This is an optimization exercise on Yosys and OpenROAD, whose aim is small area, a short achievable clock period and few clock cycles, not a production implementation.
At most, simulation tests tie the RTL to the original design; equivalence was not proved.
Function not checked in run 6: the RTL went through the layout flow alone.
No activity file was given, so power comes from the tool's default toggle rates.

## design.v

```verilog
package buffet_pkg;
    localparam int DATA_W = 32;
    localparam int ADDR_W = 4;
    localparam int DEPTH = 16;
    localparam int SB_DEPTH = 4;
    typedef logic [DATA_W-1:0] data_t;
    typedef logic [ADDR_W-1:0] idx_t;
    typedef logic [ADDR_W:0] count_t;
    typedef struct packed {
        idx_t offset;
        logic will_update;
        logic is_shrink;
    } read_req_t;
    typedef struct packed {
        logic en;
        idx_t idx;
        data_t data;
    } wr_port_t;
    typedef enum logic {
        RD_IDLE,
        RD_WAIT
    } rd_state_e;
endpackage
`timescale 1ns/1ps
module buffet_window (
    input  logic                clk,
    input  logic                nreset_i,
    input  logic                push_valid_i,
    input  logic                credit_req_i,
    input  logic                shrink_i,
    input  buffet_pkg::idx_t    shrink_amount_i,
    output buffet_pkg::count_t  head_o,
    output buffet_pkg::count_t  tail_o,
    output buffet_pkg::count_t  tail1_o,
    output buffet_pkg::count_t  occ_o,
    output buffet_pkg::count_t  occ1_o,
    output logic                credit_valid_o,
    output buffet_pkg::count_t  credit_o
);
    buffet_pkg::count_t head_q;
    buffet_pkg::count_t tail_q;
    buffet_pkg::count_t tail1_q;
    buffet_pkg::count_t occ_q;
    buffet_pkg::count_t occ1_q;
    buffet_pkg::count_t amt;
    assign amt = shrink_i ? buffet_pkg::count_t'(shrink_amount_i) : '0;
    always_ff @(posedge clk or negedge nreset_i) begin
        if (!nreset_i) begin
            head_q <= '0;
            tail_q <= '0;
            tail1_q <= 5'd1;
            occ_q <= '0;
            occ1_q <= 5'd1;
        end else begin
            if (push_valid_i) begin
                tail_q <= tail1_q;
                tail1_q <= tail1_q + 1'b1;
                occ_q <= occ1_q - amt;
                occ1_q <= occ1_q + 1'b1 - amt;
            end else begin
                occ_q <= occ_q - amt;
                occ1_q <= occ1_q - amt;
            end
            if (shrink_i) begin
                head_q <= head_q + buffet_pkg::count_t'(shrink_amount_i);
            end
        end
    end
    assign head_o = head_q;
    assign tail_o = tail_q;
    assign tail1_o = tail1_q;
    assign occ_o = occ_q;
    assign occ1_o = occ1_q;
    always_ff @(posedge clk or negedge nreset_i) begin
        if (!nreset_i) begin
            credit_valid_o <= 1'b0;
        end else begin
            credit_valid_o <= credit_req_i;
        end
    end
    always_ff @(posedge clk) begin
        credit_o <= buffet_pkg::count_t'(buffet_pkg::DEPTH) - occ_q;
    end
endmodule
`timescale 1ns/1ps
module buffet_update_tracker (
    input  logic                 clk,
    input  logic                 nreset_i,
    input  logic                 update_valid_i,
    input  buffet_pkg::idx_t     update_offset_i,
    input  buffet_pkg::data_t    update_data_i,
    input  buffet_pkg::idx_t     head_i,
    input  buffet_pkg::wr_port_t push_wr_i,
    input  logic                 alloc_i,
    input  buffet_pkg::idx_t     alloc_idx_i,
    output logic [1:0]           wu_v_o,
    output buffet_pkg::idx_t     wu_idx0_o,
    output buffet_pkg::idx_t     wu_idx1_o,
    output logic [1:0]           wu_next_o,
    output logic [1:0]           wu_sel_o,
    output logic [1:0]           wu_retire_o,
    output logic                 wu_room_o,
    output buffet_pkg::wr_port_t ram_wr_o
);
    logic [1:0] v_q;
    logic [1:0] arr_q;
    logic old_q;
    buffet_pkg::idx_t idx_q [2];
    buffet_pkg::data_t data_q [2];
    buffet_pkg::idx_t upd_idx;
    logic [1:0] nxt;
    logic [1:0] wait_upd;
    logic [1:0] arrive;
    logic [1:0] sel;
    logic [1:0] wr;
    logic [1:0] drop;
    logic [1:0] retire;
    logic [1:0] take;
    assign upd_idx = head_i + update_offset_i;
    assign nxt[0] = !v_q[0];
    assign nxt[1] = v_q[0] && !v_q[1];
    assign take = alloc_i ? nxt : 2'b00;
    assign wait_upd = v_q & ~arr_q;
    assign arrive[0] = update_valid_i && wait_upd[0] && !(wait_upd[1] && old_q);
    assign arrive[1] = update_valid_i && wait_upd[1] && !(wait_upd[0] && !old_q);
    assign sel[0] = arr_q[0];
    assign sel[1] = arr_q[1] && !arr_q[0];
    assign wr = push_wr_i.en ? 2'b00 : sel;
    always_comb begin
        for (int k = 0; k < 2; k++) begin
            drop[k] = arr_q[k] && push_wr_i.en && (idx_q[k] == push_wr_i.idx);
        end
    end
    assign retire = wr | drop;
    always_ff @(posedge clk or negedge nreset_i) begin
        if (!nreset_i) begin
            v_q <= '0;
            arr_q <= '0;
            old_q <= 1'b0;
        end else begin
            v_q <= (v_q & ~retire) | take;
            arr_q <= (arr_q & ~retire) | arrive;
            if (take[0]) begin
                old_q <= v_q[1] && !retire[1];
            end else if (take[1]) begin
                old_q <= !(v_q[0] && !retire[0]);
            end
        end
    end
    always_ff @(posedge clk) begin
        for (int k = 0; k < 2; k++) begin
            if (!v_q[k]) begin
                idx_q[k] <= alloc_idx_i;
            end else if (arrive[k]) begin
                idx_q[k] <= upd_idx;
            end
            if (arrive[k]) begin
                data_q[k] <= update_data_i;
            end
        end
    end
    assign wu_v_o = v_q;
    assign wu_idx0_o = idx_q[0];
    assign wu_idx1_o = idx_q[1];
    assign wu_next_o = nxt;
    assign wu_sel_o = sel;
    assign wu_retire_o = retire;
    assign wu_room_o = !(v_q[0] && v_q[1]);
    always_comb begin
        if (push_wr_i.en) begin
            ram_wr_o = push_wr_i;
        end else begin
            ram_wr_o.en = |arr_q;
            ram_wr_o.idx = arr_q[0] ? idx_q[0] : idx_q[1];
            ram_wr_o.data = arr_q[0] ? data_q[0] : data_q[1];
        end
    end
endmodule
`timescale 1ns/1ps
module buffet_read_ctrl #(
    parameter int QD = 3
) (
    input  logic                  clk,
    input  logic                  nreset_i,
    input  logic                  read_valid_i,
    input  buffet_pkg::read_req_t read_req_i,
    input  logic                  read_data_ready_i,
    input  buffet_pkg::count_t    head_i,
    input  buffet_pkg::count_t    tail1_i,
    input  buffet_pkg::count_t    occ_i,
    input  buffet_pkg::count_t    occ1_i,
    input  logic                  push_valid_i,
    input  logic [1:0]            wu_v_i,
    input  buffet_pkg::idx_t      wu_idx0_i,
    input  buffet_pkg::idx_t      wu_idx1_i,
    input  logic [1:0]            wu_next_i,
    input  logic [1:0]            wu_sel_i,
    input  logic [1:0]            wu_retire_i,
    input  logic                  wu_room_i,
    input  buffet_pkg::data_t     ram_wr_data_i,
    output logic                  read_ready_o,
    output logic                  shrink_o,
    output buffet_pkg::idx_t      shrink_amount_o,
    output logic                  alloc_o,
    output buffet_pkg::idx_t      ram_rd_idx_o,
    output logic [buffet_pkg::DEPTH-1:0] ram_rd_sel_o,
    input  buffet_pkg::data_t     ram_rd_data_i,
    output logic                  read_data_valid_o,
    output buffet_pkg::data_t     read_data_o
);
    localparam int AW = buffet_pkg::ADDR_W;
    logic [QD-1:0][AW:0] q_pos_q;
    logic [QD-1:0] q_wu_q;
    logic [QD-1:0] q_pd_q;
    logic [QD-1:0] q_nx_q;
    logic [QD-1:0] q_b0_q;
    logic [QD-1:0] q_b1_q;
    logic [QD-1:0] q_v_q;
    logic ready_q;
    logic [buffet_pkg::DEPTH-1:0] rd_oh_q;
    logic [AW:0] pos0_d;
    logic byp;
    logic accept;
    logic enq;
    logic issue;
    logic byp_push;
    logic byp_upd;
    logic unblocked;
    logic [QD:0][AW:0] e_pos;
    logic [QD:0] e_wu;
    logic [QD:0] e_pd;
    logic [QD:0] e_nx;
    logic [QD:0] e_b0_held;
    logic [QD:0] e_b1_held;
    logic [QD:0] e_b0_gone;
    logic [QD:0] e_b1_gone;
    logic [QD:0] valid_ext;
    logic [QD-1:0] valid_prev;
    logic [QD-1:0][AW:0] pos_a;
    logic [QD-1:0][AW:0] pos_b;
    logic [QD-1:0] wu_a, wu_b, pd_a, pd_b, nx_a, nx_b, b0_a, b0_b, b1_a, b1_b;
    logic [QD-1:0] v_a;
    logic [QD-1:0] v_b;
    buffet_pkg::count_t off;
    buffet_pkg::idx_t rel_wu0;
    buffet_pkg::idx_t rel_wu1;
    buffet_pkg::idx_t rel_pos0;
    logic [1:0] take;
    assign read_ready_o = ready_q;
    assign accept = read_valid_i && ready_q;
    assign enq = accept && !read_req_i.is_shrink;
    assign shrink_o = accept && read_req_i.is_shrink;
    assign shrink_amount_o = read_req_i.offset;
    assign byp_push = push_valid_i && q_nx_q[0];
    assign byp_upd = !push_valid_i &&
                     ((q_b0_q[0] && wu_sel_i[0]) || (q_b1_q[0] && wu_sel_i[1]));
    assign unblocked = !(q_b0_q[0] || q_b1_q[0]) || byp_upd;
    assign issue = q_v_q[0] && (q_pd_q[0] || byp_push) && unblocked &&
                   read_data_ready_i && (!q_wu_q[0] || wu_room_i);
    assign alloc_o = issue && q_wu_q[0];
    assign ram_rd_idx_o = q_pos_q[0][AW-1:0];
    assign take = q_wu_q[0] ? wu_next_i : 2'b00;
    always_comb begin
        for (int i = 0; i < QD; i++) begin
            e_pos[i] = q_pos_q[i];
            e_wu[i] = q_wu_q[i];
            e_pd[i] = q_pd_q[i] || (push_valid_i && q_nx_q[i]);
            e_nx[i] = push_valid_i ? (q_pos_q[i] == tail1_i) : q_nx_q[i];
            e_b0_held[i] = q_b0_q[i] && !wu_retire_i[0];
            e_b1_held[i] = q_b1_q[i] && !wu_retire_i[1];
            e_b0_gone[i] = e_b0_held[i] ||
                           (take[0] && q_pos_q[0][AW-1:0] == q_pos_q[i][AW-1:0]);
            e_b1_gone[i] = e_b1_held[i] ||
                           (take[1] && q_pos_q[0][AW-1:0] == q_pos_q[i][AW-1:0]);
        end
    end
    assign off = buffet_pkg::count_t'(read_req_i.offset);
    assign rel_wu0 = wu_idx0_i - head_i[AW-1:0];
    assign rel_wu1 = wu_idx1_i - head_i[AW-1:0];
    assign rel_pos0 = q_pos_q[0][AW-1:0] - head_i[AW-1:0];
    always_comb begin
        e_pos[QD] = head_i + off;
        e_wu[QD] = read_req_i.will_update;
        e_pd[QD] = (off < occ_i) || (push_valid_i && off == occ_i);
        e_nx[QD] = push_valid_i ? (off == occ1_i) : (off == occ_i);
        e_b0_held[QD] = wu_v_i[0] && !wu_retire_i[0] && rel_wu0 == read_req_i.offset;
        e_b1_held[QD] = wu_v_i[1] && !wu_retire_i[1] && rel_wu1 == read_req_i.offset;
        e_b0_gone[QD] = e_b0_held[QD] || (take[0] && rel_pos0 == read_req_i.offset);
        e_b1_gone[QD] = e_b1_held[QD] || (take[1] && rel_pos0 == read_req_i.offset);
    end
    assign valid_ext = {1'b0, q_v_q};
    assign valid_prev = {q_v_q[QD-2:0], 1'b1};
    always_comb begin
        for (int i = 0; i < QD; i++) begin
            v_b[i] = q_v_q[i] || (enq && valid_prev[i]);
            pos_b[i] = q_v_q[i] ? e_pos[i] : e_pos[QD];
            wu_b[i] = q_v_q[i] ? e_wu[i] : e_wu[QD];
            pd_b[i] = q_v_q[i] ? e_pd[i] : e_pd[QD];
            nx_b[i] = q_v_q[i] ? e_nx[i] : e_nx[QD];
            b0_b[i] = q_v_q[i] ? e_b0_held[i] : e_b0_held[QD];
            b1_b[i] = q_v_q[i] ? e_b1_held[i] : e_b1_held[QD];
            v_a[i] = valid_ext[i+1] || (enq && q_v_q[i]);
            pos_a[i] = valid_ext[i+1] ? e_pos[i+1] : e_pos[QD];
            wu_a[i] = valid_ext[i+1] ? e_wu[i+1] : e_wu[QD];
            pd_a[i] = valid_ext[i+1] ? e_pd[i+1] : e_pd[QD];
            nx_a[i] = valid_ext[i+1] ? e_nx[i+1] : e_nx[QD];
            b0_a[i] = valid_ext[i+1] ? e_b0_gone[i+1] : e_b0_gone[QD];
            b1_a[i] = valid_ext[i+1] ? e_b1_gone[i+1] : e_b1_gone[QD];
        end
    end
    always_ff @(posedge clk or negedge nreset_i) begin
        if (!nreset_i) begin
            q_v_q <= '0;
            ready_q <= 1'b1;
        end else if (issue) begin
            q_v_q <= v_a;
            ready_q <= !v_a[QD-1];
        end else begin
            q_v_q <= v_b;
            ready_q <= !v_b[QD-1];
        end
    end
    assign pos0_d = issue ? pos_a[0] : pos_b[0];
    always_ff @(posedge clk) begin
        for (int r = 0; r < buffet_pkg::DEPTH; r++) begin
            rd_oh_q[r] <= (pos0_d[AW-1:0] == buffet_pkg::idx_t'(r));
        end
    end
    always_ff @(posedge clk) begin
        if (issue) begin
            q_pos_q <= pos_a;
            q_wu_q <= wu_a;
            q_pd_q <= pd_a;
            q_nx_q <= nx_a;
            q_b0_q <= b0_a;
            q_b1_q <= b1_a;
        end else begin
            q_pos_q <= pos_b;
            q_wu_q <= wu_b;
            q_pd_q <= pd_b;
            q_nx_q <= nx_b;
            q_b0_q <= b0_b;
            q_b1_q <= b1_b;
        end
    end
    always_ff @(posedge clk or negedge nreset_i) begin
        if (!nreset_i) begin
            read_data_valid_o <= 1'b0;
        end else begin
            read_data_valid_o <= issue;
        end
    end
    assign byp = byp_push || byp_upd;
    assign ram_rd_sel_o = byp ? '0 : rd_oh_q;
    always_ff @(posedge clk) begin
        read_data_o <= ram_rd_data_i | (ram_wr_data_i & {buffet_pkg::DATA_W{byp}});
    end
endmodule
`timescale 1ns/1ps
module buffet_data_ram (
    input  logic                 clk,
    input  buffet_pkg::wr_port_t wr_i,
    input  logic [buffet_pkg::DEPTH-1:0] rd_sel_i,
    output buffet_pkg::data_t    rd_data_o
);
    logic [buffet_pkg::DEPTH-1:0][buffet_pkg::DATA_W-1:0] mem;
    always_ff @(posedge clk) begin
        for (int r = 0; r < buffet_pkg::DEPTH; r++) begin
            if (wr_i.en && wr_i.idx == buffet_pkg::idx_t'(r)) begin
                mem[r] <= wr_i.data;
            end
        end
    end
    always_comb begin
        rd_data_o = '0;
        for (int r = 0; r < buffet_pkg::DEPTH; r++) begin
            rd_data_o = rd_data_o | (mem[r] & {buffet_pkg::DATA_W{rd_sel_i[r]}});
        end
    end
endmodule
`timescale 1ns/1ps
module buffet_top (
    input  logic                  clk,
    input  logic                  nreset_i,
    input  logic                  push_valid_i,
    input  buffet_pkg::data_t     push_data_i,
    input  logic                  credit_req_i,
    output logic                  credit_valid_o,
    output buffet_pkg::count_t    credit_o,
    input  logic                  read_valid_i,
    input  buffet_pkg::read_req_t read_req_i,
    output logic                  read_ready_o,
    output logic                  read_data_valid_o,
    output buffet_pkg::data_t     read_data_o,
    input  logic                  read_data_ready_i,
    input  logic                  update_valid_i,
    input  buffet_pkg::idx_t      update_offset_i,
    input  buffet_pkg::data_t     update_data_i
);
    buffet_pkg::count_t head;
    buffet_pkg::count_t tail;
    buffet_pkg::count_t tail1;
    buffet_pkg::count_t occ;
    buffet_pkg::count_t occ1;
    logic shrink;
    buffet_pkg::idx_t shrink_amount;
    logic alloc;
    logic [1:0] wu_v;
    buffet_pkg::idx_t wu_idx0;
    buffet_pkg::idx_t wu_idx1;
    logic [1:0] wu_next;
    logic [1:0] wu_sel;
    logic [1:0] wu_retire;
    logic wu_room;
    buffet_pkg::idx_t ram_rd_idx;
    logic [buffet_pkg::DEPTH-1:0] ram_rd_sel;
    buffet_pkg::data_t ram_rd_data;
    buffet_pkg::wr_port_t push_wr;
    buffet_pkg::wr_port_t ram_wr;
    buffet_window u_window (
        .clk             (clk),
        .nreset_i        (nreset_i),
        .push_valid_i    (push_valid_i),
        .credit_req_i    (credit_req_i),
        .shrink_i        (shrink),
        .shrink_amount_i (shrink_amount),
        .head_o          (head),
        .tail_o          (tail),
        .tail1_o         (tail1),
        .occ_o           (occ),
        .occ1_o          (occ1),
        .credit_valid_o  (credit_valid_o),
        .credit_o        (credit_o)
    );
    always_comb begin
        push_wr.en = push_valid_i;
        push_wr.idx = tail[buffet_pkg::ADDR_W-1:0];
        push_wr.data = push_data_i;
    end
    buffet_update_tracker u_tracker (
        .clk             (clk),
        .nreset_i        (nreset_i),
        .update_valid_i  (update_valid_i),
        .update_offset_i (update_offset_i),
        .update_data_i   (update_data_i),
        .head_i          (head[buffet_pkg::ADDR_W-1:0]),
        .push_wr_i       (push_wr),
        .alloc_i         (alloc),
        .alloc_idx_i     (ram_rd_idx),
        .wu_v_o          (wu_v),
        .wu_idx0_o       (wu_idx0),
        .wu_idx1_o       (wu_idx1),
        .wu_next_o       (wu_next),
        .wu_sel_o        (wu_sel),
        .wu_retire_o     (wu_retire),
        .wu_room_o       (wu_room),
        .ram_wr_o        (ram_wr)
    );
    buffet_read_ctrl u_read_ctrl (
        .clk               (clk),
        .nreset_i          (nreset_i),
        .read_valid_i      (read_valid_i),
        .read_req_i        (read_req_i),
        .read_data_ready_i (read_data_ready_i),
        .head_i            (head),
        .tail1_i           (tail1),
        .occ_i             (occ),
        .occ1_i            (occ1),
        .push_valid_i      (push_valid_i),
        .wu_v_i            (wu_v),
        .wu_idx0_i         (wu_idx0),
        .wu_idx1_i         (wu_idx1),
        .wu_next_i         (wu_next),
        .wu_sel_i          (wu_sel),
        .wu_retire_i       (wu_retire),
        .wu_room_i         (wu_room),
        .ram_wr_data_i     (ram_wr.data),
        .read_ready_o      (read_ready_o),
        .shrink_o          (shrink),
        .shrink_amount_o   (shrink_amount),
        .alloc_o           (alloc),
        .ram_rd_idx_o      (ram_rd_idx),
        .ram_rd_sel_o      (ram_rd_sel),
        .ram_rd_data_i     (ram_rd_data),
        .read_data_valid_o (read_data_valid_o),
        .read_data_o       (read_data_o)
    );
    buffet_data_ram u_ram (
        .clk         (clk),
        .wr_i        (ram_wr),
        .rd_sel_i    (ram_rd_sel),
        .rd_data_o   (ram_rd_data)
    );
endmodule
```

## flow/run.sh

```bash
#!/bin/bash
# The standard layout, with three changes to how it is made: adders
# are left to ABC as plain gates (no full/half adder cells), sizing may
# change a cell's footprint, and the port buffers are buf_4 cells.
# make's output goes to make.log; each ORFS step keeps its own log under
# orfs/logs
set -euo pipefail
bash standard.sh ADDER_MAP_FILE= MATCH_CELL_FOOTPRINT=0 \
    "BUFFER_PORTS_ARGS=-buffer_cell sky130_fd_sc_hd__buf_4" finish > make.log 2>&1
```

## standard.sh

```bash
#!/bin/bash
# synth_recipe.tcl (not shown) runs the flow's synth.tcl, then flattens the netlist and writes it again
# the make line also repeats each setting of config.mk as NAME=value (left out here)
make -C /OpenROAD-flow-scripts/flow DESIGN_CONFIG=/design/flow/config.mk WORK_HOME=/design/flow/orfs CLKGATE_MAP_FILE= SYNTH_SCRIPT=/design/flow/synth_recipe.tcl "${@:-finish}"
```

## config.mk

```make
export PLATFORM = sky130hd
export DESIGN_NAME = buffet_top
export DESIGN_NICKNAME = buffet_top
export VERILOG_FILES = /design/flow/design.v
export SDC_FILE = /design/flow/constraint.sdc
export NUM_CORES = 4
export LEC_CHECK = 0
export ABC_CLOCK_PERIOD_IN_PS = 2200
export CAP_MARGIN = 20
export CORE_MARGIN = 2
export CORE_UTILIZATION = 40
export CTS_CLUSTER_DIAMETER = 100
export CTS_CLUSTER_SIZE = 20
export SETUP_SLACK_MARGIN = 2.2
export SLEW_MARGIN = 20
```

## constraint.sdc

```tcl
create_clock -name core_clock -period 4.4 [get_ports {clk}]
set_input_delay 0.8800 -clock core_clock [delete_from_list [all_inputs] [get_ports {clk}]]
set_output_delay 0.8800 -clock core_clock [all_outputs]
set_load 0.01 [all_outputs]
```

==> results of run 1 <==
==> metrics by stage <==
step / hold WS, ns / setup slack (ns)
floorplan: 0.425 / 1.60
global placement: 0.442 / 0.980
detailed placement: 0.451 / 0.879
CTS: 0.248 / 2.16
global route: 0.265 / 2.04
finish: 0.248 / 2.13
==> worst max path at each step <==
stage | startpoint | to | slack (ns) | cells after the start
3_3_place_gp | push_valid_i | u_read_ctrl.rd_oh_q[11] | 0.98 | 11
2_1_floorplan | push_valid_i | u_ram.mem[0] | 1.60 | 6
5_1_grt | u_tracker.arr_q[0] | u_read_ctrl.rd_oh_q[10] | 2.04 | 9
3_5_place_dp | push_valid_i | u_read_ctrl.rd_oh_q[10] | 0.88 | 11
6_report | u_tracker.arr_q[0] | u_ram.mem[393] | 2.13 | 5
4_1_cts | u_tracker.arr_q[0] | u_ram.mem[425] | 2.16 | 6
==> flip-flops by register name (all words and copies together), names as in the netlist <==
register,flops
u_read_ctrl.rd_oh_q,16
u_read_ctrl.read_data_valid_o,1
u_tracker.v_q,2
u_read_ctrl.ready_q,1
u_read_ctrl.q_pd_q,3
u_read_ctrl.q_b0_q,3
u_window.occ_q,5
u_read_ctrl.q_v_q,3
u_tracker.arr_q,2
u_window.occ1_q,5
u_window.credit_valid_o,1
u_ram.mem,512
u_read_ctrl.q_pos_q,15
u_window.tail1_q,5
u_read_ctrl.q_b1_q,3
u_read_ctrl.q_wu_q,3
u_read_ctrl.read_data_o,32
u_tracker.old_q,1
u_window.tail_q,4
u_tracker.data_q,64
u_window.head_q,5
u_window.credit_o,5
u_tracker.idx_q,8
u_read_ctrl.q_nx_q,3
==> power groups by stage <==
stage               sequential [W]  combinational, W  clock [W]
detailed placement          0.0102           0.00680          0
global route                0.0102           0.00875    0.00418
global placement            0.0102           0.00671          0
floorplan                  0.00960           0.00459          0
finish                      0.0100           0.00815    0.00391
CTS                         0.0100           0.00743    0.00397
==> cells in the mapped netlist (15+ instances only) <==
cell type | n | area, µm²
edfxtp_1 | 587 | 17600
inv_1 | 22 | 82.6
nand3_1 | 64 | 320
a21oi_1 | 34 | 170
nor3_1 | 36 | 180
a22oi_1 | 174 | 1310
mux2_2 | 20 | 225
nor2_1 | 64 | 240
xor2_1 | 33 | 289
dfxtp_1 | 80 | 1600
nand4_1 | 25 | 156
o31a_1 | 21 | 184
xnor2_1 | 52 | 455
dfrtp_1 | 32 | 801
clkbuf_1 | 79 | 297
mux2i_1 | 35 | 350
nand2b_1 | 29 | 181
a22o_1 | 46 | 403
a221oi_1 | 44 | 385
o21ai_0 | 70 | 350
nand2_1 | 132 | 495
buf_2 | 16 | 80.1
a31oi_1 | 15 | 93.8
==> final cells by class <==
type,instances,area [µm²],area share (%)
sequential,702,20100,62.3
multi-input combinational,991,7280,22.5
timing repair buffer,264,2520,7.80
clock buffer,70,1130,3.51
tap,873,1090,3.38
inverter,24,121,0.375
clock inverter,4,40.0,0.124
timing repair inverter,1,11.3,0.0348
antenna,2,5.00,0.0155
==> logic make-up (layout without fill, tap and decap cells) <==
| group | count (synthesis) | in the layout | share of synthesized area, % |
|---|---|---|---|
| AOI/OAI and AO/OA | 453 | 453 | 12.1 |
| xor gates and xnor gates | 89 | 89 | 3.04 |
| adders and majority gates | 7 | 7 | 0.261 |
| buffers and inverters | 134 | 363 | 2.04 |
| DFF | 702 | 702 | 73.7 |
| muxes | 55 | 55 | 2.11 |
| other | 0 | 2 | 0 |
| and+or+nand+nor | 387 | 387 | 6.78 |
==> worst register-to-register path: cells and delay by family (launching register included) <==
family	cells	cell delay (ns)
compound gates	1	0.31
buf+inv	1	0.28
flops	1	0.54
mux	1	0.39
simple gates	2	0.40
==> layer usage <==
layer  routed length [µm]  GRT usage [%]  part of all wire, %  vias to the layer above
met5                   16              0                0.020                        -
met4                 1920           6.09                  2.4                        2
met3                 6410           3.70                  8.1                      124
met2                37300           35.3                   47                      833
met1                33200           30.6                   42                     8758
li1                     -              -                    -                     7500
==> what timing repair did <==
item | CTS | global route
resized for setup | 113 | 80
pin swaps | 18 | 18
setup endpoints to repair | 917 | 562
buffers inserted | 38 | 35
gates cloned | 6 | 4
==> metrics.cfg, run 1 <==
[timing]
relSlewSlack_pct=42.0
min_period_ns=2.27
setup_viol=0
post-route-period-util_pct=51.6
max_slew.worst_pin.slew_ns=0.868
finClkSkew_ns=0.0278
max_freq_mhz=441
slew_viol_final=0
timing.setup.tns_ns=0
grt_setup_unrepaired=true
hold_violations=0

[cts]
clock_sinks=702
clockBufferDepth=3
numCtsBuffers=41
cts_hold_buf=0
insertion_delay_ns=0.61
htree_levels=2
cts_root_buf=clkbuf_16
clk_pin_slew_worst_paths_ns=0.09
cts_tree=built

[synthesis]
avgSynthCellArea_um2=14.9
async_flop_share_pct=4.99
synth.distinct_cells=68
syn_inst=1827
netlist_area_mm2=0.0273
synth_edf_count=587
yosysWarnings=7
synth-seq-area-share_pct=73.7
syn_nets=1908
ys.flop_type=edfxtp_1
synth_seq_cells=702

[pwr]
p_int_w=0.0140
switchingPower_w=0.00807
leakagePower_nw=10.9
powerDensity_mw_per_mm2=683
p_sw_share_pct=36.5
pwr-share-comb_pct=36.8
clkPwrFrac_pct=17.7
seqPwrFrac_pct=45.5
vdd.ir_drop.worst_v=0.000408
total_power_w=0.0221

[floorplan]
ios=121
fp.dieW_um=265
fp.coreArea_mm2=0.0674
start_util_pct=40.5
dieArea_mm2=0.0703
die_h_um=265
fp-row-count=95

[cells_and_area]
stdcell_count=2931
nets=2106
nFillCells=5653
mostFrequentLayoutCells=587 x edfxtp_1, 210 x buf_4, 171 x a22oi_1
mostFrequentLayoutCell=edfxtp_1
area.growth.synth_to_final_pct=18.6
finalInstanceArea_mm2=0.0323
postLayoutCoreUtil_pct=48.0
drive_gt1_share_pct=22.6

[route]
wl_per_cell_um=26.9
viasPerCell=5.87
vias=17217
ant_nets=0
dr.first_iter.drc_count=1999
routed_wl_mm=78.8
drc_errors=0
firstDrtPassIters=5

[setup_path]
critPathArrivalTime_ns=2.53
reg2regPathDepth=5
r2r_end=u_ram.mem[393]
crit_fanout=20
crit_family=flip-flops
critical_path_class=reg -> reg
reg2reg_from=u_tracker.arr_q[0]
critPathMaxStageDelay_ns=0.54
cp.required_ns=4.67
crit_chain=mux2i_1, o21a_2, nand3_2, nor2_4, buf_8
critPathBufInv=1
r2r_setup_slack_ns=2.13
worst_setup_path_start_kind=flip-flop
critPathSlowestCell=dfrtp_4
worst_setup_path_end_kind=flip-flop

[outcome]
status=no timing/DRC/antenna violations

[place]
place.port_buffers=120
dp_hpwl_mm=45.9
gp_congestion=0.865
dpl-instance-area_mm2=0.0295
dp_cells=2772

[global_route]
grt_pass1_vias=16891
gr-total-overflow=0
grt_max_degree=55
antenna_found_initial=1
grt_pass1_wl_mm=113
grt_use_total_pct=21.8

[min_path]
hold_path_class=in -> async

[flow_run]
cap_violations=0

Testbench counts, summed over its fixed seeds: cycles 9,660.
==> inputs of run 2 (changes only) <==
--- a/config.mk
+++ b/config.mk
@@ -9,7 +9,7 @@
 export CAP_MARGIN = 20
 export CORE_MARGIN = 2
 export CORE_UTILIZATION = 40
-export CTS_CLUSTER_DIAMETER = 100
-export CTS_CLUSTER_SIZE = 20
+export CTS_CLUSTER_DIAMETER = 80
+export CTS_CLUSTER_SIZE = 24
 export SETUP_SLACK_MARGIN = 2.2
 export SLEW_MARGIN = 20
==> metrics.cfg, run 2 <==
[timing]
min_period_ns=2.28
setup_viol=0
slew_viol_final=0
max_freq_mhz=439
timing.setup.tns_ns=0
post-route-period-util_pct=51.8
relSlewSlack_pct=41.9
max_slew.worst_pin.slew_ns=0.871
grt_setup_unrepaired=true
hold_violations=0
finClkSkew_ns=0.0206

[synthesis]
synth-seq-area-share_pct=73.7
synth_seq_cells=702
post-synth-top-area-cell=edfxtp_1
yosysWarnings=7
syn_nets=1908
synthTopCellsByCount=587 x edfxtp_1, 174 x a22oi_1, 132 x nand2_1
synth.distinct_cells=68
ys.flop_type=edfxtp_1
syn_inst=1827
yosysTopAreaCellShare_pct=64.6
async_flop_share_pct=4.99
synth_area_leaders=edfxtp_1 65%, dfxtp_1 5.9%, a22oi_1 4.8%, dfrtp_1 2.9%, nand2_1 1.8%
synth_edf_count=587
synth.most_common_cell=edfxtp_1
avgSynthCellArea_um2=14.9
netlist_area_mm2=0.0273

[setup_path]
critPathSlowestCell=dfrtp_4
crit_chain=mux2i_1, o21a_2, nand3_2, nor2_4, buf_4
worst_setup_path_start_kind=flip-flop
worst_setup_path_end_kind=flip-flop
critPathArrivalTime_ns=2.57
cp.required_ns=4.70
crit_fanout=6
critical_path_class=reg -> reg
crit_family=flip-flops
critPathBufInv=1
critPathMaxStageDelay_ns=0.54

[floorplan]
fp.coreArea_mm2=0.0674
ios=121
dieArea_mm2=0.0703
fp.dieW_um=265
die_h_um=265
start_util_pct=40.5
fp-row-count=95

[cells_and_area]
reg_top3=u_ram.mem x512, u_tracker.data_q x64, u_read_ctrl.read_data_o x32
largest_reg_flops=512
mostFrequentLayoutCells=587 x edfxtp_1, 209 x buf_4, 171 x a22oi_1
drive_gt1_share_pct=21.5
stdcell_count=2908
mostFrequentLayoutCell=edfxtp_1
area.growth.synth_to_final_pct=16.9
nets=2087
regMostFlops=u_ram.mem

[pwr]
pwr-share-comb_pct=35.8
powerDensity_mw_per_mm2=679
vdd.ir_drop.worst_v=0.000432
clkPwrFrac_pct=17.8
p_sw_share_pct=36.5
seqPwrFrac_pct=46.4
leakagePower_nw=10.7
switchingPower_w=0.00790
p_int_w=0.0137

[global_route]
antenna_found_initial=2
grt_max_degree=55
gr-total-overflow=0
grt_use_total_pct=21.7
grt_pass1_vias=16875
grt_pass1_wl_mm=113

[route]
vias=17159
wl_per_cell_um=26.7
dr.first_iter.drc_count=1886
firstDrtPassIters=5
ant_nets=0
viasPerCell=5.90
routed_wl_mm=77.7
drc_errors=0

[cts]
clockBufferDepth=3
clk_pin_slew_worst_paths_ns=0.09
numCtsBuffers=37
cts_tree=built
cts_hold_buf=0
htree_levels=2
cts_root_buf=clkbuf_16
clock_sinks=702
insertion_delay_ns=0.60

[place]
place.port_buffers=120
gp_congestion=0.865
dp_cells=2772
dp_hpwl_mm=45.9

[flow_run]
cap_violations=0

[min_path]
hold_path_class=in -> async

[outcome]
status=no timing/DRC/antenna violations

[run 2: cell types whose count changed in the layout (fill, tap and decap cells not counted), sizes merged]
| cell | delta |
|---|---|
| clkbuf | -15 |
| buf | -11 |
| clkinv | +2 |
| inv | +2 |
| diode | -1 |
[run 2: layout make-up]
cell class | instances | area, µm²
clock inverter | 8 | 87.6
clock buffer | 59 | 1050
inverter | 24 | 116
timing repair inverter | 1 | 11.3
fill | 5686 | 35500
antenna | 1 | 2.50
tap | 873 | 1090
sequential | 702 | 20100
multi-input combinational | 991 | 7130
timing repair buffer | 249 | 2270
[run 2: power groups by stage]
stage | sequential (W) | clock [W] | combinational, W
final | 0.0100 | 0.00385 | 0.00776
after global routing | 0.0102 | 0.00412 | 0.00836
after CTS | 0.0100 | 0.00392 | 0.00737
after detailed placement | 0.0102 | 0 | 0.00680
after global placement | 0.0102 | 0 | 0.00671
after floorplan | 0.00960 | 0 | 0.00459
[run 2: path summary, 6_finish.rpt]
check                                 startpoint                 endpoint  slack, ns  cells after the start
hold reg to reg            u_read_ctrl.q_wu_q[2]    u_read_ctrl.q_wu_q[2]       0.48                      2
setup reg to reg              u_tracker.arr_q[0]           u_ram.mem[268]       2.12                      5
setup / recovery              u_tracker.arr_q[0]           u_ram.mem[268]       2.12                      5
min in group core_clock             credit_req_i  u_window.credit_valid_o       0.38                      1
hold / removal                          nreset_i  u_window.credit_valid_o       0.25                      1
max in group asynchronous               nreset_i       u_tracker.arr_q[0]       3.72                      1
[run 2: repair_timing]
item	4_1_cts	5_1_grt
pin swaps	20	14
cloned	6	2
gates resized for setup	92	43
endpoints found under the setup margin	901	548
setup buffers	38	22
[run 2: cell families after synthesis]
logic type / after synthesis / share of synthesized area, %
AOI/OAI and AO/OA: 453 / 12.1
xor gates and xnor gates: 89 / 3.04
adders and majority gates: 7 / 0.261
buffers and inverters: 134 / 2.04
DFF: 702 / 73.7
muxes: 55 / 2.11
and+or+nand+nor: 387 / 6.78
[run 2: metal layers]
layer | part of all wire (%) | track usage (%)
met5 | 0.021 | 0
met4 | 2.6 | 5.92
met3 | 8.4 | 4.13
met2 | 47 | 35.1
met1 | 42 | 30.2
[run 2: through the flow]
step / power, W / utilization (%) / cell area (µm²) / hold slack [ns] / worst slack (ns)
after detailed placement: 0.0170 / 43.8 / 29500 / 0.451 / 0.879
after floorplan: 0.0142 / - / 27500 / 0.425 / 1.60
final: 0.0216 / 47.3 / 31900 / 0.253 / 2.12
after global placement: 0.0169 / 43.8 / 29500 / 0.442 / 0.980
after global routing: 0.0227 / 47.3 / 31900 / 0.271 / 2.02
after CTS: 0.0213 / 46.7 / 31500 / 0.246 / 2.12
==> inputs of run 3 (changes only) <==
--- a/config.mk
+++ b/config.mk
@@ -8,7 +8,7 @@
 export ABC_CLOCK_PERIOD_IN_PS = 2200
 export CAP_MARGIN = 20
 export CORE_MARGIN = 2
-export CORE_UTILIZATION = 40
+export CORE_UTILIZATION = 75
 export CTS_CLUSTER_DIAMETER = 80
 export CTS_CLUSTER_SIZE = 24
 export SETUP_SLACK_MARGIN = 2.2
==> metrics.cfg, run 3 <==
[outcome]
status=no timing/DRC/antenna violations

[synthesis]
synth_seq_cells=702
netlist_area_mm2=0.0273
synth.most_common_cell=edfxtp_1
synth.distinct_cells=68
ys.flop_type=edfxtp_1
syn_nets=1908
syn_inst=1827
yosysWarnings=7
synthTopCellsByCount=587 x edfxtp_1, 174 x a22oi_1, 132 x nand2_1
post-synth-top-area-cell=edfxtp_1
synth_edf_count=587
avgSynthCellArea_um2=14.9
yosysTopAreaCellShare_pct=64.6
synth-seq-area-share_pct=73.7
async_flop_share_pct=4.99
synth_area_leaders=edfxtp_1 65%, dfxtp_1 5.9%, a22oi_1 4.8%, dfrtp_1 2.9%, nand2_1 1.8%

[cells_and_area]
nets=2100
largest_reg_flops=512
mostFrequentLayoutCells=587 x edfxtp_1, 229 x buf_4, 174 x a22oi_1
reg_top3=u_ram.mem x512, u_tracker.data_q x64, u_read_ctrl.read_data_o x32
postLayoutCoreUtil_pct=87.8
drive_gt1_share_pct=21.6
regMostFlops=u_ram.mem
area.growth.synth_to_final_pct=14.8
mostFrequentLayoutCell=edfxtp_1

[min_path]
hold_path_class=in -> async

[cts]
clockBufferDepth=3
clock_sinks=702
cts_tree=built
htree_levels=2
insertion_delay_ns=0.57
cts_hold_buf=0
numCtsBuffers=35
cts_root_buf=clkbuf_16
clk_pin_slew_worst_paths_ns=0.11

[setup_path]
worst_setup_path_end_kind=flip-flop
crit_chain=buf_4, mux2i_2, o21a_4, nand3_4, nor2_4, buf_4, buf_4
worst_setup_path_start_kind=flip-flop
cp.required_ns=4.67
crit_fanout=6
critPathMaxStageDelay_ns=0.55
crit_top_cell=buf_4
critPathArrivalTime_ns=2.56
reg2reg_from=u_tracker.arr_q[0]
critical_path_class=reg -> reg
r2r_setup_slack_ns=2.11
critPathSlowestCell=dfrtp_4
crit_family=flip-flops
reg2regPathDepth=7
critPathBufInv=3
r2r_end=u_ram.mem[411]

[place]
dp_hpwl_mm=43.6
gp_congestion=0.919
place.port_buffers=120

[global_route]
grt_max_degree=50
gr-total-overflow=0
antenna_found_initial=1
grt_use_total_pct=39.4
grt_pass1_vias=17887
grt_pass1_wl_mm=110

[route]
dr.first_iter.drc_count=3056
routed_wl_mm=78.7
wl_per_cell_um=31.4
drc_errors=0
ant_nets=0
viasPerCell=7.41
vias=18587
firstDrtPassIters=8

[floorplan]
dieArea_mm2=0.0379
fp.coreArea_mm2=0.0357
fp.dieW_um=195
fp-row-count=69
die_h_um=195
start_util_pct=76.5
ios=121

[pwr]
leakagePower_nw=10.7
powerDensity_mw_per_mm2=697
vdd.ir_drop.worst_v=0.000663
total_power_w=0.0218

[timing]
post-route-period-util_pct=52.0
min_period_ns=2.29
max_freq_mhz=437
finClkSkew_ns=0.0238
slew_viol_final=0
timing.setup.tns_ns=0
setup_viol=0
hold_violations=0
grt_setup_unrepaired=true
relSlewSlack_pct=30.7
max_slew.worst_pin.slew_ns=1.04

[flow_run]
cap_violations=0

[run 3: through the flow]
step | instances | instance area (µm²) | hold slack [ns] | setup slack (ns)
5_1_grt | 2507 | 31300 | 0.301 | 2.08
2_1_floorplan | 1827 | 27500 | 0.425 | 1.60
3_3_place_gp | 2369 | 29000 | 0.436 | 1.18
3_5_place_dp | 2369 | 29000 | 0.466 | 1.07
6_report | 2507 | 31300 | 0.274 | 2.11
4_1_cts | 2473 | 30600 | 0.288 | 2.11
[run 3: final cells by class]
type,instances,area (µm²)
multi-input combinational,994,7210
inverter,24,98.8
antenna,1,2.50
timing repair inverter,1,5.00
clock buffer,58,983
timing repair buffer,261,2230
clock inverter,5,71.3
sequential,702,20100
fill,1488,4350
tap,461,577
[run 3: cells by family after synthesis]
logic type      share of synthesized area [%]
compound gates                           12.1
flops                                    73.7
fa+ha+maj                               0.261
xor+xnor                                 3.04
buf+inv                                  2.04
mux                                      2.11
simple gates                             6.78
[run 3: worst register-to-register path, cell delays in order (launching register included)]
cell	delay (ns)
dfrtp_4	0.55
buf_4	0.16
mux2i_2	0.33
o21a_4	0.28
nand3_4	0.16
nor2_4	0.15
buf_4	0.17
buf_4	0.19
[run 3: where the power goes]
group          internal [W]  switching [W]  leakage, nW
clock               0.00163        0.00205        0.499
combinational       0.00312        0.00484         3.75
sequential          0.00894        0.00125         6.43
[run 3: routing by layer]
layer  track usage, %  part of all wire (%)  up-vias
met1             54.3                    33     8939
met4             17.0                   5.2        0
met5                0                     0        -
li1                 -                     -     7485
met3             8.17                    14      332
met2             62.3                    47     1831
[run 3: how the worst max path moves through the flow]
stage,from,to,slack (ns),depth (start not counted)
2_1_floorplan,push_valid_i,u_ram.mem[0],1.60,6
3_3_place_gp,push_valid_i,u_ram.mem[423],1.18,6
3_5_place_dp,push_valid_i,u_ram.mem[423],1.07,6
4_1_cts,u_tracker.arr_q[0],u_ram.mem[351],2.11,5
5_1_grt,read_req_i[3],u_read_ctrl.q_b0_q[0],2.08,8
6_report,u_tracker.arr_q[0],u_ram.mem[411],2.11,7
[run 3: timing repair]
action,4_1_cts,5_1_grt
gates resized for setup,59,89
endpoints found under the setup margin,806,743
cloned,4,5
pin swaps,20,13
setup buffers,37,28
==> inputs of run 4 (changes only) <==
--- a/config.mk
+++ b/config.mk
@@ -8,8 +8,9 @@
 export ABC_CLOCK_PERIOD_IN_PS = 2200
 export CAP_MARGIN = 20
 export CORE_MARGIN = 2
-export CORE_UTILIZATION = 75
+export CORE_UTILIZATION = 60
 export CTS_CLUSTER_DIAMETER = 80
 export CTS_CLUSTER_SIZE = 24
 export SETUP_SLACK_MARGIN = 2.2
 export SLEW_MARGIN = 20
+export TNS_END_PERCENT = 5
==> metrics.cfg, run 4 <==
[outcome]
status=no timing/DRC/antenna violations

[setup_path]
critPathBufInv=5
r2r_end=u_tracker.data_q[0][29]
reg2regPathDepth=6
critPathArrivalTime_ns=2.66
critical_path_class=reg -> reg
critPathMaxStageDelay_ns=0.55
r2r_setup_slack_ns=2.00
crit_chain=buf_6, buf_4, inv_1, nand4_1, inv_1, buf_4
crit_family=buffers and inverters
worst_setup_path_end_kind=flip-flop
cp.required_ns=4.66
reg2reg_from=u_tracker.arr_q[0]
critPathSlowestCell=dfrtp_4
worst_setup_path_start_kind=flip-flop
crit_fanout=24

[synthesis]
synth_compound_area_share_pct=12.1
synth_top_family_by_area=compound AO/OA/AOI/OAI gates
post-synth-top-area-cell=edfxtp_1
avgSynthCellArea_um2=14.9
synth.most_common_cell=edfxtp_1
synthAdderAreaFrac_pct=0.261
synth_area_leaders=edfxtp_1 65%, dfxtp_1 5.9%, a22oi_1 4.8%, dfrtp_1 2.9%, nand2_1 1.8%
synth-seq-area-share_pct=73.7
syn_nets=1908
synth.distinct_cells=68
ys.flop_type=edfxtp_1
synth_mux_area_share_pct=2.11
synth_simple_gate_area_share_pct=6.78
yosysTopAreaCellShare_pct=64.6
syn_inst=1827
synth_edf_count=587
synth_seq_cells=702
netlist_area_mm2=0.0273
yosysWarnings=7
synth_xor_area_share_pct=3.04
async_flop_share_pct=4.99
synthTopCellsByCount=587 x edfxtp_1, 174 x a22oi_1, 132 x nand2_1

[global_route]
antenna_found_initial=1
gr-total-overflow=0
grt_pass1_wl_mm=105
grt_pass1_vias=16085
grt_use_total_pct=30.7
grt_max_degree=53

[flow_run]
cap_violations=0

[cts]
clockBufferDepth=3
htree_levels=2
cts_tree=built
cts_root_buf=clkbuf_16
insertion_delay_ns=0.59
clock_sinks=702
numCtsBuffers=37
clk_pin_slew_worst_paths_ns=0.10

[cells_and_area]
largest_reg_flops=512
regMostFlops=u_ram.mem
antenna_cells=0
drive_gt1_share_pct=20.0
area.growth.synth_to_final_pct=14.1
mostFrequentLayoutCell=edfxtp_1
mostFrequentLayoutCells=587 x edfxtp_1, 200 x buf_4, 174 x a22oi_1
nets=2063
stdcell_count=2609
reg_top3=u_ram.mem x512, u_tracker.data_q x64, u_read_ctrl.read_data_o x32

[pwr]
switchingPower_w=0.00767
vdd.ir_drop.worst_v=0.000479
p_int_w=0.0136
clkPwrFrac_pct=18.1
p_sw_share_pct=36.1
seqPwrFrac_pct=48.5
powerDensity_mw_per_mm2=682
pwr-share-comb_pct=33.4
leakagePower_nw=10.5

[timing]
hold_violations=0
grt_setup_unrepaired=true
min_period_ns=2.40
timing.setup.tns_ns=0
max_freq_mhz=416
setup_viol=0
max_slew.worst_pin.slew_ns=1.17
finClkSkew_ns=0.0166
slew_viol_final=0
post-route-period-util_pct=54.6
relSlewSlack_pct=22.3

[route]
firstDrtPassIters=5
ant_nets=0
drc_errors=0
routed_wl_mm=72.9
viasPerCell=6.48
vias=16905
dr.first_iter.drc_count=1972
wl_per_cell_um=27.9

[min_path]
hold_path_class=in -> async

[place]
place.port_buffers=120
dp_hpwl_mm=42.2
dp_cells=2493
gp_congestion=0.894

[floorplan]
fp.coreArea_mm2=0.0451
die_h_um=217
dieArea_mm2=0.0472
ios=121
start_util_pct=60.5
fp-row-count=78
fp.dieW_um=217

run 4: worst max path at each step:
stage | start | end | depth (start not counted)
global placement | push_valid_i | u_read_ctrl.read_data_o[31] | 7
detailed placement | push_valid_i | u_read_ctrl.read_data_o[1] | 7
global route | u_tracker.arr_q[0] | u_tracker.data_q[0][9] | 6
CTS | u_tracker.idx_q[0][3] | u_read_ctrl.q_b0_q[0] | 7
finish | u_tracker.arr_q[0] | u_tracker.data_q[0][29] | 6
floorplan | push_valid_i | u_ram.mem[0] | 6
run 4: kinds of logic after synthesis:
group,after synthesis
mux,55
simple gates,387
buf+inv,134
xor+xnor,89
flops,702
fa+ha+maj,7
compound gates,453
run 4: worst reg2reg max path: cells and delay by family, from the launching register on:
family        cells  cell delay (ns)
buf+inv           5             1.32
flops             1             0.55
simple gates      1             0.17
run 4: routing by layer:
| layer | routed length, µm | share of wire, % | track usage (%) | vias up |
|---|---|---|---|---|
| li1 | - | - | - | 7420 |
| met1 | 30100 | 41 | 44.7 | 8567 |
| met2 | 35400 | 49 | 50.1 | 818 |
| met3 | 5880 | 8.1 | 4.36 | 98 |
| met4 | 1500 | 2.1 | 6.42 | 2 |
| met5 | 13 | 0.018 | 0 | - |
run 4: layout make-up:
class,instances,area (µm²)
Clock buffer,59,1070
Clock inverter,7,82.6
Fill cell,3117,14000
Inverter,24,111
Multi-Input combinational cell,993,7090
Sequential cell,702,20100
Tap cell,600,751
Timing Repair Buffer,223,1870
Timing Repair inverter,1,5.00
run 4: repair_timing:
action                                  4_1_cts  5_1_grt
pin swaps                                    10        9
resized for setup                            21       60
gates cloned                                  1        2
endpoints found under the setup margin      873      604
setup buffers                                16       31
hold buffers                                  0        0
run 4: metrics by stage:
stage | setup WS (ns) | cell area, µm² | total power [W] | utilization [%] | hold WS, ns
4_1_cts | 1.97 | 30600 | 0.0207 | 67.8 | 0.266
5_1_grt | 1.93 | 31100 | 0.0222 | 69.0 | 0.278
3_3_place_gp | 1.16 | 29100 | 0.0167 | 64.6 | 0.441
3_5_place_dp | 1.04 | 29200 | 0.0168 | 64.7 | 0.460
6_report | 2.00 | 31100 | 0.0212 | 69.0 | 0.259
2_1_floorplan | 1.60 | 27500 | 0.0142 | - | 0.425
run 4: power groups by stage:
| stage | Combinational [W] | Sequential [W] | Clock [W] |
|---|---|---|---|
| after floorplan | 0.00459 | 0.00960 | 0 |
| after global placement | 0.00628 | 0.0104 | 0 |
| after detailed placement | 0.00636 | 0.0104 | 0 |
| after CTS | 0.00653 | 0.0103 | 0.00389 |
| after global routing | 0.00770 | 0.0104 | 0.00412 |
| final | 0.00710 | 0.0103 | 0.00384 |
==> inputs of run 5 (changes only) <==
--- a/config.mk
+++ b/config.mk
@@ -13,4 +13,3 @@
 export CTS_CLUSTER_SIZE = 24
 export SETUP_SLACK_MARGIN = 2.2
 export SLEW_MARGIN = 20
-export TNS_END_PERCENT = 5
==> metrics.cfg, run 5 <==
[outcome]
status=no timing/DRC/antenna violations

[cells_and_area]
nets=2065
drive_gt1_share_pct=20.9
multi_input_area_mm2=0.00719
nFillCells=3100
largest_reg_flops=512
antenna_cells=0
regArea_mm2=0.0201
regMostFlops=u_ram.mem
area.growth.synth_to_final_pct=14.8
reg_top3=u_ram.mem x512, u_tracker.data_q x64, u_read_ctrl.read_data_o x32
mostFrequentLayoutCells=587 x edfxtp_1, 191 x buf_4, 170 x a22oi_1
mostFrequentLayoutCell=edfxtp_1

[global_route]
grt_pass1_vias=16804
antenna_found_initial=1
grt_use_total_pct=31.4
grt_max_degree=49
gr-total-overflow=0
grt_pass1_wl_mm=108

[timing]
grt_setup_unrepaired=true
relSlewSlack_pct=16.3
max_freq_mhz=448
fin_worst_hold_slack_ns=0.263
min_period_ns=2.23
slew_viol_final=0
max_slew.worst_pin.slew_ns=1.26
timing.setup.tns_ns=0
hold_violations=0
setup_viol=0
post-route-period-util_pct=50.7
finClkSkew_ns=0.0286
finalWorstSetupSlack_ns=2.17

[setup_path]
worst_setup_path_start_kind=flip-flop
critPathBufInv=2
cp.required_ns=4.87
reg2regPathDepth=9
crit_family=compound AO/OA/AOI/OAI gates
critPathArrivalTime_ns=2.70
critPathMaxStageDelay_ns=0.56
crit_fanout=10
critPathSlowestCell=dfrtp_4
crit_chain=nand3b_1, a21oi_2, o2111ai_4, clkinv_4, nor2_4, a221oi_4, inv_1, nand2b_1, nor3_1
crit_cells=9
critical_path_class=reg -> reg
worst_setup_path_end_kind=flip-flop

[pwr]
leakagePower_nw=10.6
powerDensity_mw_per_mm2=681
total_power_w=0.0213
vdd.ir_drop.worst_v=0.000489

[route]
ant_nets=0
vias=16994
viasPerCell=6.51
routed_wl_mm=73.8
drt-met1-wl_mm=30.5
wl_met3_mm=6.35
dr.first_iter.drc_count=2071
firstDrtPassIters=7
wl_met2_mm=35.5
wl_per_cell_um=28.3
top_layer=met5
drc_errors=0

[synthesis]
synth_edf_count=587
post-synth-top-area-cell=edfxtp_1
yosysWarnings=7
synth-seq-area-share_pct=73.7
synth_area_leaders=edfxtp_1 65%, dfxtp_1 5.9%, a22oi_1 4.8%, dfrtp_1 2.9%, nand2_1 1.8%
syn_inst=1827
synth.most_common_cell=edfxtp_1
synth.distinct_cells=68
async_flop_share_pct=4.99
ys.flop_type=edfxtp_1
syn_nets=1908
avgSynthCellArea_um2=14.9
netlist_area_mm2=0.0273
synthTopCellsByCount=587 x edfxtp_1, 174 x a22oi_1, 132 x nand2_1
synth_seq_cells=702
yosysTopAreaCellShare_pct=64.6

[cts]
cts_root_buf=clkbuf_16
clk_pin_slew_worst_paths_ns=0.10
clock_sinks=702
cts_hold_buf=0
cts_tree=built
htree_levels=2
numCtsBuffers=36
insertion_delay_ns=0.59
clockBufferDepth=3

[min_path]
hold_path_class=in -> async

[floorplan]
fp.coreArea_mm2=0.0451
start_util_pct=60.5
dieArea_mm2=0.0472
fp-row-count=78
fp.dieW_um=217
ios=121
die_h_um=217

[place]
gp_congestion=0.868
place.port_buffers=120
dp_hpwl_mm=42.8
dp_worst_setup_slack_ns=1.18

[flow_run]
cap_violations=0

==> run 5: cell types whose count changed in the layout (fill, tap and decap cells not counted), moves of 7 or more <==
cell | previous run | this run
buf_4 | 200 | 191
nand2_2 | 6 | 14
buf_12 | 12 | 19
dfxtp_2 | 14 | 7
nand2_1 | 125 | 118
==> run 5: area by class of cell <==
type                    instances  area share, %
flip-flops and latches        702           64.3
multi-input cells             991           22.9
repair buffers                228           6.54
clock buffers                  60           3.30
well taps                     600           2.40
inverters                      24          0.316
clock inverters                 6          0.200
repair inverters                1         0.0160
==> run 5: worst paths after layout <==
kind	slack (ns)	end	startpoint
max	2.17	u_read_ctrl.rd_oh_q[10]	u_tracker.arr_q[0]
max in group asynchronous	3.71	u_tracker.arr_q[0]	nreset_i
min	0.26	u_window.occ1_q[4]	nreset_i
min reg2reg	0.49	u_read_ctrl.q_wu_q[2]	u_read_ctrl.q_wu_q[2]
min in group core_clock	0.42	u_window.credit_valid_o	credit_req_i
max reg2reg	2.17	u_read_ctrl.rd_oh_q[10]	u_tracker.arr_q[0]
==> run 5: layer usage <==
metal,track usage [%],vias to the layer above
met4,7.51,2
met3,5.45,108
met5,0,-
li1,-,7427
met1,45.0,8598
met2,50.8,859
==> run 5: kinds of logic (layout without fill, tap and decap cells) <==
| group | count (synthesis) | count (layout) | share of synthesized area [%] |
|---|---|---|---|
| flops | 702 | 702 | 73.7 |
| mux | 55 | 55 | 2.11 |
| xor+xnor | 89 | 89 | 3.04 |
| fa+ha+maj | 7 | 7 | 0.261 |
| simple gates | 387 | 387 | 6.78 |
| compound gates | 453 | 453 | 12.1 |
| buf+inv | 134 | 319 | 2.04 |
==> run 5: stage by stage <==
stage / cells / utilization (%) / instance area (µm²)
CTS: 2601 / 68.6 / 30900
finish: 2612 / 69.5 / 31300
floorplan: 1827 / - / 27500
global placement: 2491 / 64.8 / 29200
global route: 2612 / 69.5 / 31300
detailed placement: 2495 / 65.0 / 29300
==> run 5: power by group <==
group          internal [W]  leakage [nW]  switching [W]
sequential          0.00894          6.44        0.00125
combinational       0.00298          3.60        0.00444
clock               0.00166         0.528        0.00207
total                0.0136          10.6        0.00776
==> run 5: what timing repair did <==
action,CTS,global route
buffers inserted,38,10
cloned,2,1
gates resized for setup,49,68
setup endpoints to repair,839,348
pin swaps,21,18
==> inputs of run 6 (changes only) <==
--- a/design.v
+++ b/design.v
@@ -311,7 +311,7 @@
     always_ff @(posedge clk or negedge nreset_i) begin
         if (!nreset_i) begin
             q_v_q <= '0;
-            ready_q <= 1'b1;
+            ready_q <= 1'b0;
         end else if (issue) begin
             q_v_q <= v_a;
             ready_q <= !v_a[QD-1];
==> metrics.cfg, run 6 <==
[synthesis]
ys.flop_type=edfxtp_1
synth_area_leaders=edfxtp_1 65%, dfxtp_1 5.9%, a22oi_1 4.8%, dfrtp_1 3.0%, nand2_1 1.8%
synth_simple_gate_area_share_pct=6.78
synthTopCellsByCount=587 x edfxtp_1, 174 x a22oi_1, 132 x nand2_1
synth_compound_area_share_pct=12.1
yosysWarnings=7
yosysTopAreaCellShare_pct=64.6
syn_nets=1908
synth-seq-area-share_pct=73.7
synth_edf_count=587
avgSynthCellArea_um2=14.9
netlist_area_mm2=0.0273
synthAdderAreaFrac_pct=0.261
synth.distinct_cells=68
synth_top_family_by_area=compound AO/OA/AOI/OAI gates
synth_seq_cells=702
synth.most_common_cell=edfxtp_1
synth_mux_area_share_pct=2.11
syn_inst=1827
async_flop_share_pct=4.99
synth_xor_area_share_pct=3.04
post-synth-top-area-cell=edfxtp_1

[cts]
cts_hold_buf=0
clock_sinks=702
cts_root_buf=clkbuf_16
numCtsBuffers=37
cts_tree=built
clk_pin_slew_worst_paths_ns=0.09
insertion_delay_ns=0.59
clockBufferDepth=3
htree_levels=2

[global_route]
grt_use_total_pct=31.3
grt_pass1_wl_mm=107
gr-total-overflow=0
grt_pass1_vias=16591
grt_max_degree=53
antenna_found_initial=2

[floorplan]
fp.coreArea_mm2=0.0451
start_util_pct=60.5
fp.dieW_um=217
fp-row-count=78
ios=121
dieArea_mm2=0.0472
die_h_um=217

[place]
dpl-instance-area_mm2=0.0292
place.port_buffers=120
dp_cells=2493
gp_congestion=0.880
dp_hpwl_mm=42.1

[timing]
max_slew.worst_pin.slew_ns=1.05
hold_violations=0
finClkSkew_ns=0.0206
grt_setup_unrepaired=true
slew_viol_final=0
timing.setup.tns_ns=0
max_freq_mhz=428
fin_worst_hold_slack_ns=0.258
setup_viol=0
min_period_ns=2.34
relSlewSlack_pct=30.1
post-route-period-util_pct=53.2

[outcome]
status=no timing/DRC/antenna violations

[cells_and_area]
finalInstanceArea_mm2=0.0316
largest_reg_flops=512
stdcell_count=2629
regMostFlops=u_ram.mem
mostFrequentLayoutCells=587 x edfxtp_1, 206 x buf_4, 171 x a22oi_1
drive_gt1_share_pct=21.8
mostFrequentLayoutCell=edfxtp_1
nets=2080
area.growth.synth_to_final_pct=15.9
reg_top3=u_ram.mem x512, u_tracker.data_q x64, u_read_ctrl.read_data_o x32

[setup_path]
startpoint=u_tracker.arr_q[0]
critPathArrivalTime_ns=2.82
worst_setup_path_start_kind=flip-flop
cp.required_ns=4.88
critical_path_class=reg -> reg
reg2reg_from=u_tracker.arr_q[0]
crit_fanout=6
worst_setup_path_end_kind=flip-flop

[pwr]
vdd.ir_drop.worst_v=0.000573
leakagePower_nw=10.7
powerDensity_mw_per_mm2=686

[route]
vias=17040
ant_nets=0
drc_errors=0
routed_wl_mm=74.1
dr.first_iter.drc_count=2094
firstDrtPassIters=5
wl_per_cell_um=28.2
viasPerCell=6.48

[min_path]
hold_path_class=in -> async

[flow_run]
cap_violations=0

run 6: changes by cell type after synthesis:
cell | previous run | this run
dfrtp_1 | 32 | 33
dfstp_2 | 3 | 2
run 6: logic make-up after synthesis:
logic type,count (synthesis)
DFF,702
AOI/OAI and AO/OA,453
and+or+nand+nor,387
buffers and inverters,134
xor gates and xnor gates,89
muxes,55
adders and majority gates,7
run 6: path summary, 6_finish.rpt:
| kind | endpoint | slack (ns) | cells past startpoint |
|---|---|---|---|
| max in group asynchronous | u_tracker.arr_q[0] | 3.72 | 1 |
| max reg2reg | u_read_ctrl.rd_oh_q[13] | 2.06 | 12 |
| min in group core_clock | u_window.credit_valid_o | 0.40 | 1 |
| max | u_read_ctrl.rd_oh_q[13] | 2.06 | 12 |
| min reg2reg | u_window.head_q[4] | 0.49 | 1 |
| min | u_window.occ_q[1] | 0.26 | 1 |
run 6: cell type report:
| cell class | instances | area, µm² |
|---|---|---|
| clock buffer | 60 | 1080 |
| sequential | 702 | 20100 |
| tap | 600 | 751 |
| timing repair buffer | 238 | 2160 |
| inverter | 24 | 129 |
| timing repair inverter | 1 | 11.3 |
| clock inverter | 8 | 113 |
| multi-input combinational | 995 | 7230 |
| antenna | 1 | 2.50 |
| fill | 3041 | 13500 |
run 6: power breakdown:
group	leakage (nW)	internal, W	switching, W	total [W]
Clock	0.571	0.00180	0.00213	0.00393
Combinational	3.69	0.00308	0.00455	0.00762
Sequential	6.43	0.00894	0.00119	0.0101
run 6: what timing repair did:
action,in CTS,in global routing
setup buffers,34,23
resized for setup,79,70
pin swaps,22,20
endpoints found under the setup margin,912,561
gates cloned,4,6
run 6: stage by stage:
stage / power [W] / utilization, % / setup slack, ns
5_1_grt: 0.0226 / 70.1 / 1.92
2_1_floorplan: 0.0142 / - / 1.60
3_3_place_gp: 0.0167 / 64.7 / 1.16
3_5_place_dp: 0.0168 / 64.7 / 1.10
4_1_cts: 0.0212 / 69.0 / 2.07
6_report: 0.0217 / 70.1 / 2.06
run 6: metal layers:
metal | vias to the layer above | global-route usage, % | part of all wire, %
met1 | 8607 | 43.8 | 40
met4 | 0 | 10.0 | 3.0
met2 | 833 | 50.6 | 48
met5 | - | 0 | 0
li1 | 7467 | - | -
met3 | 133 | 5.45 | 8.7
run 6: worst max-delay path, stage by stage, from the launching register on:
cell and delay (ns):
dfrtp_4 0.52, buf_6 0.13, nand3b_1 0.18, a21oi_2 0.22, o2111ai_4 0.17, buf_12 0.18, clkinv_16 0.05, nor2_4 0.04
a221oi_4 0.35, buf_4 0.18, inv_4 0.04, nand2_2 0.09, nor2_1 0.06
==> inputs of run 7 (changes only) <==
--- a/design.v
+++ b/design.v
@@ -311,7 +311,7 @@
     always_ff @(posedge clk or negedge nreset_i) begin
         if (!nreset_i) begin
             q_v_q <= '0;
-            ready_q <= 1'b0;
+            ready_q <= 1'b1;
         end else if (issue) begin
             q_v_q <= v_a;
             ready_q <= !v_a[QD-1];
--- a/config.mk
+++ b/config.mk
@@ -6,10 +6,10 @@
 export NUM_CORES = 4
 export LEC_CHECK = 0
 export ABC_CLOCK_PERIOD_IN_PS = 2200
-export CAP_MARGIN = 20
+export CAP_MARGIN = 10
 export CORE_MARGIN = 2
 export CORE_UTILIZATION = 60
 export CTS_CLUSTER_DIAMETER = 80
 export CTS_CLUSTER_SIZE = 24
 export SETUP_SLACK_MARGIN = 2.2
-export SLEW_MARGIN = 20
+export SLEW_MARGIN = 10
==> metrics.cfg, run 7 <==
[setup_path]
critical_path_class=reg -> reg
crit_chain=buf_12, mux2i_4, o21ai_0, nand2_1, nor2_4, buf_12
critPathBufInv=2
reg2regPathDepth=6
crit_family=flip-flops
critPathArrivalTime_ns=2.55
worst_setup_path_start_kind=flip-flop
worst_setup_path_end_kind=flip-flop
critPathMaxStageDelay_ns=0.53
crit_cells=6
crit_fanout=32
crit_top_cell=buf_12
cp.required_ns=4.65
critPathSlowestCell=dfrtp_4

[synthesis]
synth.most_common_cell=edfxtp_1
yosysWarnings=7
yosysTopAreaCellShare_pct=64.6
syn_nets=1908
ys.flop_type=edfxtp_1
synth.distinct_cells=68
post-synth-top-area-cell=edfxtp_1
synthAdderAreaFrac_pct=0.261
synthTopCellsByCount=587 x edfxtp_1, 174 x a22oi_1, 132 x nand2_1
synth_area_leaders=edfxtp_1 65%, dfxtp_1 5.9%, a22oi_1 4.8%, dfrtp_1 2.9%, nand2_1 1.8%
synth_edf_count=587
synth_xor_area_share_pct=3.04
syn_inst=1827
synth_simple_gate_area_share_pct=6.78
async_flop_share_pct=4.99
synth-seq-area-share_pct=73.7
synth_compound_area_share_pct=12.1
synth_mux_area_share_pct=2.11
synth_seq_cells=702
avgSynthCellArea_um2=14.9
synth_top_family_by_area=compound AO/OA/AOI/OAI gates
netlist_area_mm2=0.0273

[route]
drc_errors=0
ant_nets=0
routed_wl_mm=74.8
wl_per_cell_um=28.5
firstDrtPassIters=6
viasPerCell=6.51
dr.first_iter.drc_count=1858
vias=17085

[cells_and_area]
regArea_mm2=0.0201
largest_reg_flops=512
area.growth.synth_to_final_pct=15.2
drive_gt1_share_pct=20.9
regMostFlops=u_ram.mem
antenna_cells=0
postLayoutCoreUtil_pct=69.7
mostFrequentLayoutCell=edfxtp_1
nets=2080
reg_top3=u_ram.mem x512, u_tracker.data_q x64, u_read_ctrl.read_data_o x32
mostFrequentLayoutCells=587 x edfxtp_1, 202 x buf_4, 171 x a22oi_1
multi_input_area_mm2=0.00714
stdcell_count=2625
nFillCells=3103

[place]
dp_cells=2494
dp_hpwl_mm=42.8
dp_worst_setup_slack_ns=1.21
place.port_buffers=120
gp_congestion=0.868

[pwr]
p_sw_share_pct=36.4
vdd.ir_drop.worst_v=0.000471
pwr-share-comb_pct=35.6
leakagePower_nw=10.6
seqPwrFrac_pct=47.3
clkPwrFrac_pct=17.1
p_int_w=0.0137
powerDensity_mw_per_mm2=683
switchingPower_w=0.00781

[global_route]
antenna_found_initial=0
grt_use_total_pct=31.6
grt_pass1_wl_mm=109
grt_pass1_vias=16777
gr-total-overflow=0
grt_max_degree=49

[flow_run]
cap_violations=0

[outcome]
status=no timing/DRC/antenna violations

[timing]
max_freq_mhz=433
relSlewSlack_pct=17.8
hold_violations=0
max_slew.worst_pin.slew_ns=1.23
finalWorstSetupSlack_ns=2.09
slew_viol_final=0
grt_setup_unrepaired=true
post-route-period-util_pct=52.5
setup_viol=0
timing.setup.tns_ns=0
min_period_ns=2.31
finClkSkew_ns=0.0191
fin_worst_hold_slack_ns=0.284

[cts]
clock_sinks=702
cts_root_buf=clkbuf_16
clockBufferDepth=3
cts_hold_buf=0
htree_levels=2
cts_tree=built
numCtsBuffers=36
insertion_delay_ns=0.58
clk_pin_slew_worst_paths_ns=0.09

[floorplan]
ios=121
start_util_pct=60.5
dieArea_mm2=0.0472
fp.coreArea_mm2=0.0451
fp.dieW_um=217
die_h_um=217
fp-row-count=78

[min_path]
hold_path_class=in -> async

## run 7: cell count changes after synthesis, sizes merged
cell,before,now
dfrtp,33,32
dfstp,2,3
## run 7: area by class of cell
type                            instances  area share (%)
Sequential cell                       702            64.1
Inverter                               24           0.330
Clock buffer                           59            3.21
Timing Repair inverter                  1          0.0159
Tap cell                              600            2.39
Timing Repair Buffer                  243            7.12
Clock inverter                          5           0.159
Multi-Input combinational cell        991            22.7
## run 7: what timing repair did
| action | 4_1_cts | 5_1_grt |
|---|---|---|
| gates cloned | 2 | 5 |
| setup endpoints to repair | 888 | 671 |
| resized for setup | 61 | 53 |
| buffers inserted | 40 | 20 |
| pin swaps | 21 | 10 |
## run 7: routing by layer
metal  GRT usage (%)  share of wire [%]  vias up
li1                -                  -     7460
met1            45.7                 41     8654
met2            51.3                 48      856
met3            4.19                8.6      115
met4            7.97                2.5        0
met5               0                  0        -
## run 7: final timing paths
check | start | end | slack [ns]
setup / recovery | u_tracker.arr_q[0] | u_ram.mem[446] | 2.09
hold / removal | nreset_i | u_window.credit_valid_o | 0.28
min in group core_clock | credit_req_i | u_window.credit_valid_o | 0.42
max in group asynchronous | nreset_i | u_tracker.arr_q[0] | 3.68
setup reg to reg | u_tracker.arr_q[0] | u_ram.mem[446] | 2.09
hold reg to reg | u_read_ctrl.q_wu_q[2] | u_read_ctrl.q_wu_q[2] | 0.48
## run 7: through the flow
step / area [µm²] / power, W
4_1_cts: 30900 / 0.0210
3_5_place_dp: 29300 / 0.0169
2_1_floorplan: 27500 / 0.0142
5_1_grt: 31400 / 0.0224
6_report: 31400 / 0.0215
3_3_place_gp: 29200 / 0.0168
## run 7: cells by family after synthesis
kind of cell,count (synthesis)
compound gates,453
xor+xnor,89
fa+ha+maj,7
buf+inv,134
flops,702
mux,55
simple gates,387
## run 7: power by group through the flow
stage               sequential [W]  combinational [W]  clock [W]
floorplan                  0.00960            0.00459          0
global placement            0.0103            0.00648          0
detailed placement          0.0103            0.00661          0
CTS                         0.0101            0.00718    0.00371
global route                0.0103            0.00822    0.00392
finish                      0.0102            0.00764    0.00367
Testbench counts of run 7, summed over its fixed seeds: cycles 9,660.

afterwards: timing with drivers on the ports:
In the flow no input, the clock included, has a driving cell. The finished layouts below were timed again as built, in two steps. Step 1: set_driving_cell puts a clkbuf_16 on clk and a buf_2 on each other input, an assumption about the parent block. Step 2 also shifts input and output timing later by t, the mid clock arrival at the registers, as if the neighbouring blocks saw the same clock. Slacks: no drivers / after step 1 / after step 2; pairs: no drivers / after step 1.
| run | t, ns | setup WS [ns] |
|---|---|---|
| run 1 | 0.650 | 2.132 / 2.132 / 1.588 |
| run 2 | 0.650 | 2.121 / 2.121 / 1.537 |
| run 3 | 0.613 | 2.111 / 2.111 / 1.579 |
| run 4 | 0.645 | 1.997 / 1.997 / 1.468 |
| run 5 | 0.640 | 2.170 / 2.170 / 1.579 |
| run 6 | 0.643 | 2.061 / 2.061 / 1.487 |
| run 7 | 0.629 | 2.092 / 2.092 / 1.615 |
After both steps setup and hold are still met in every run listed.
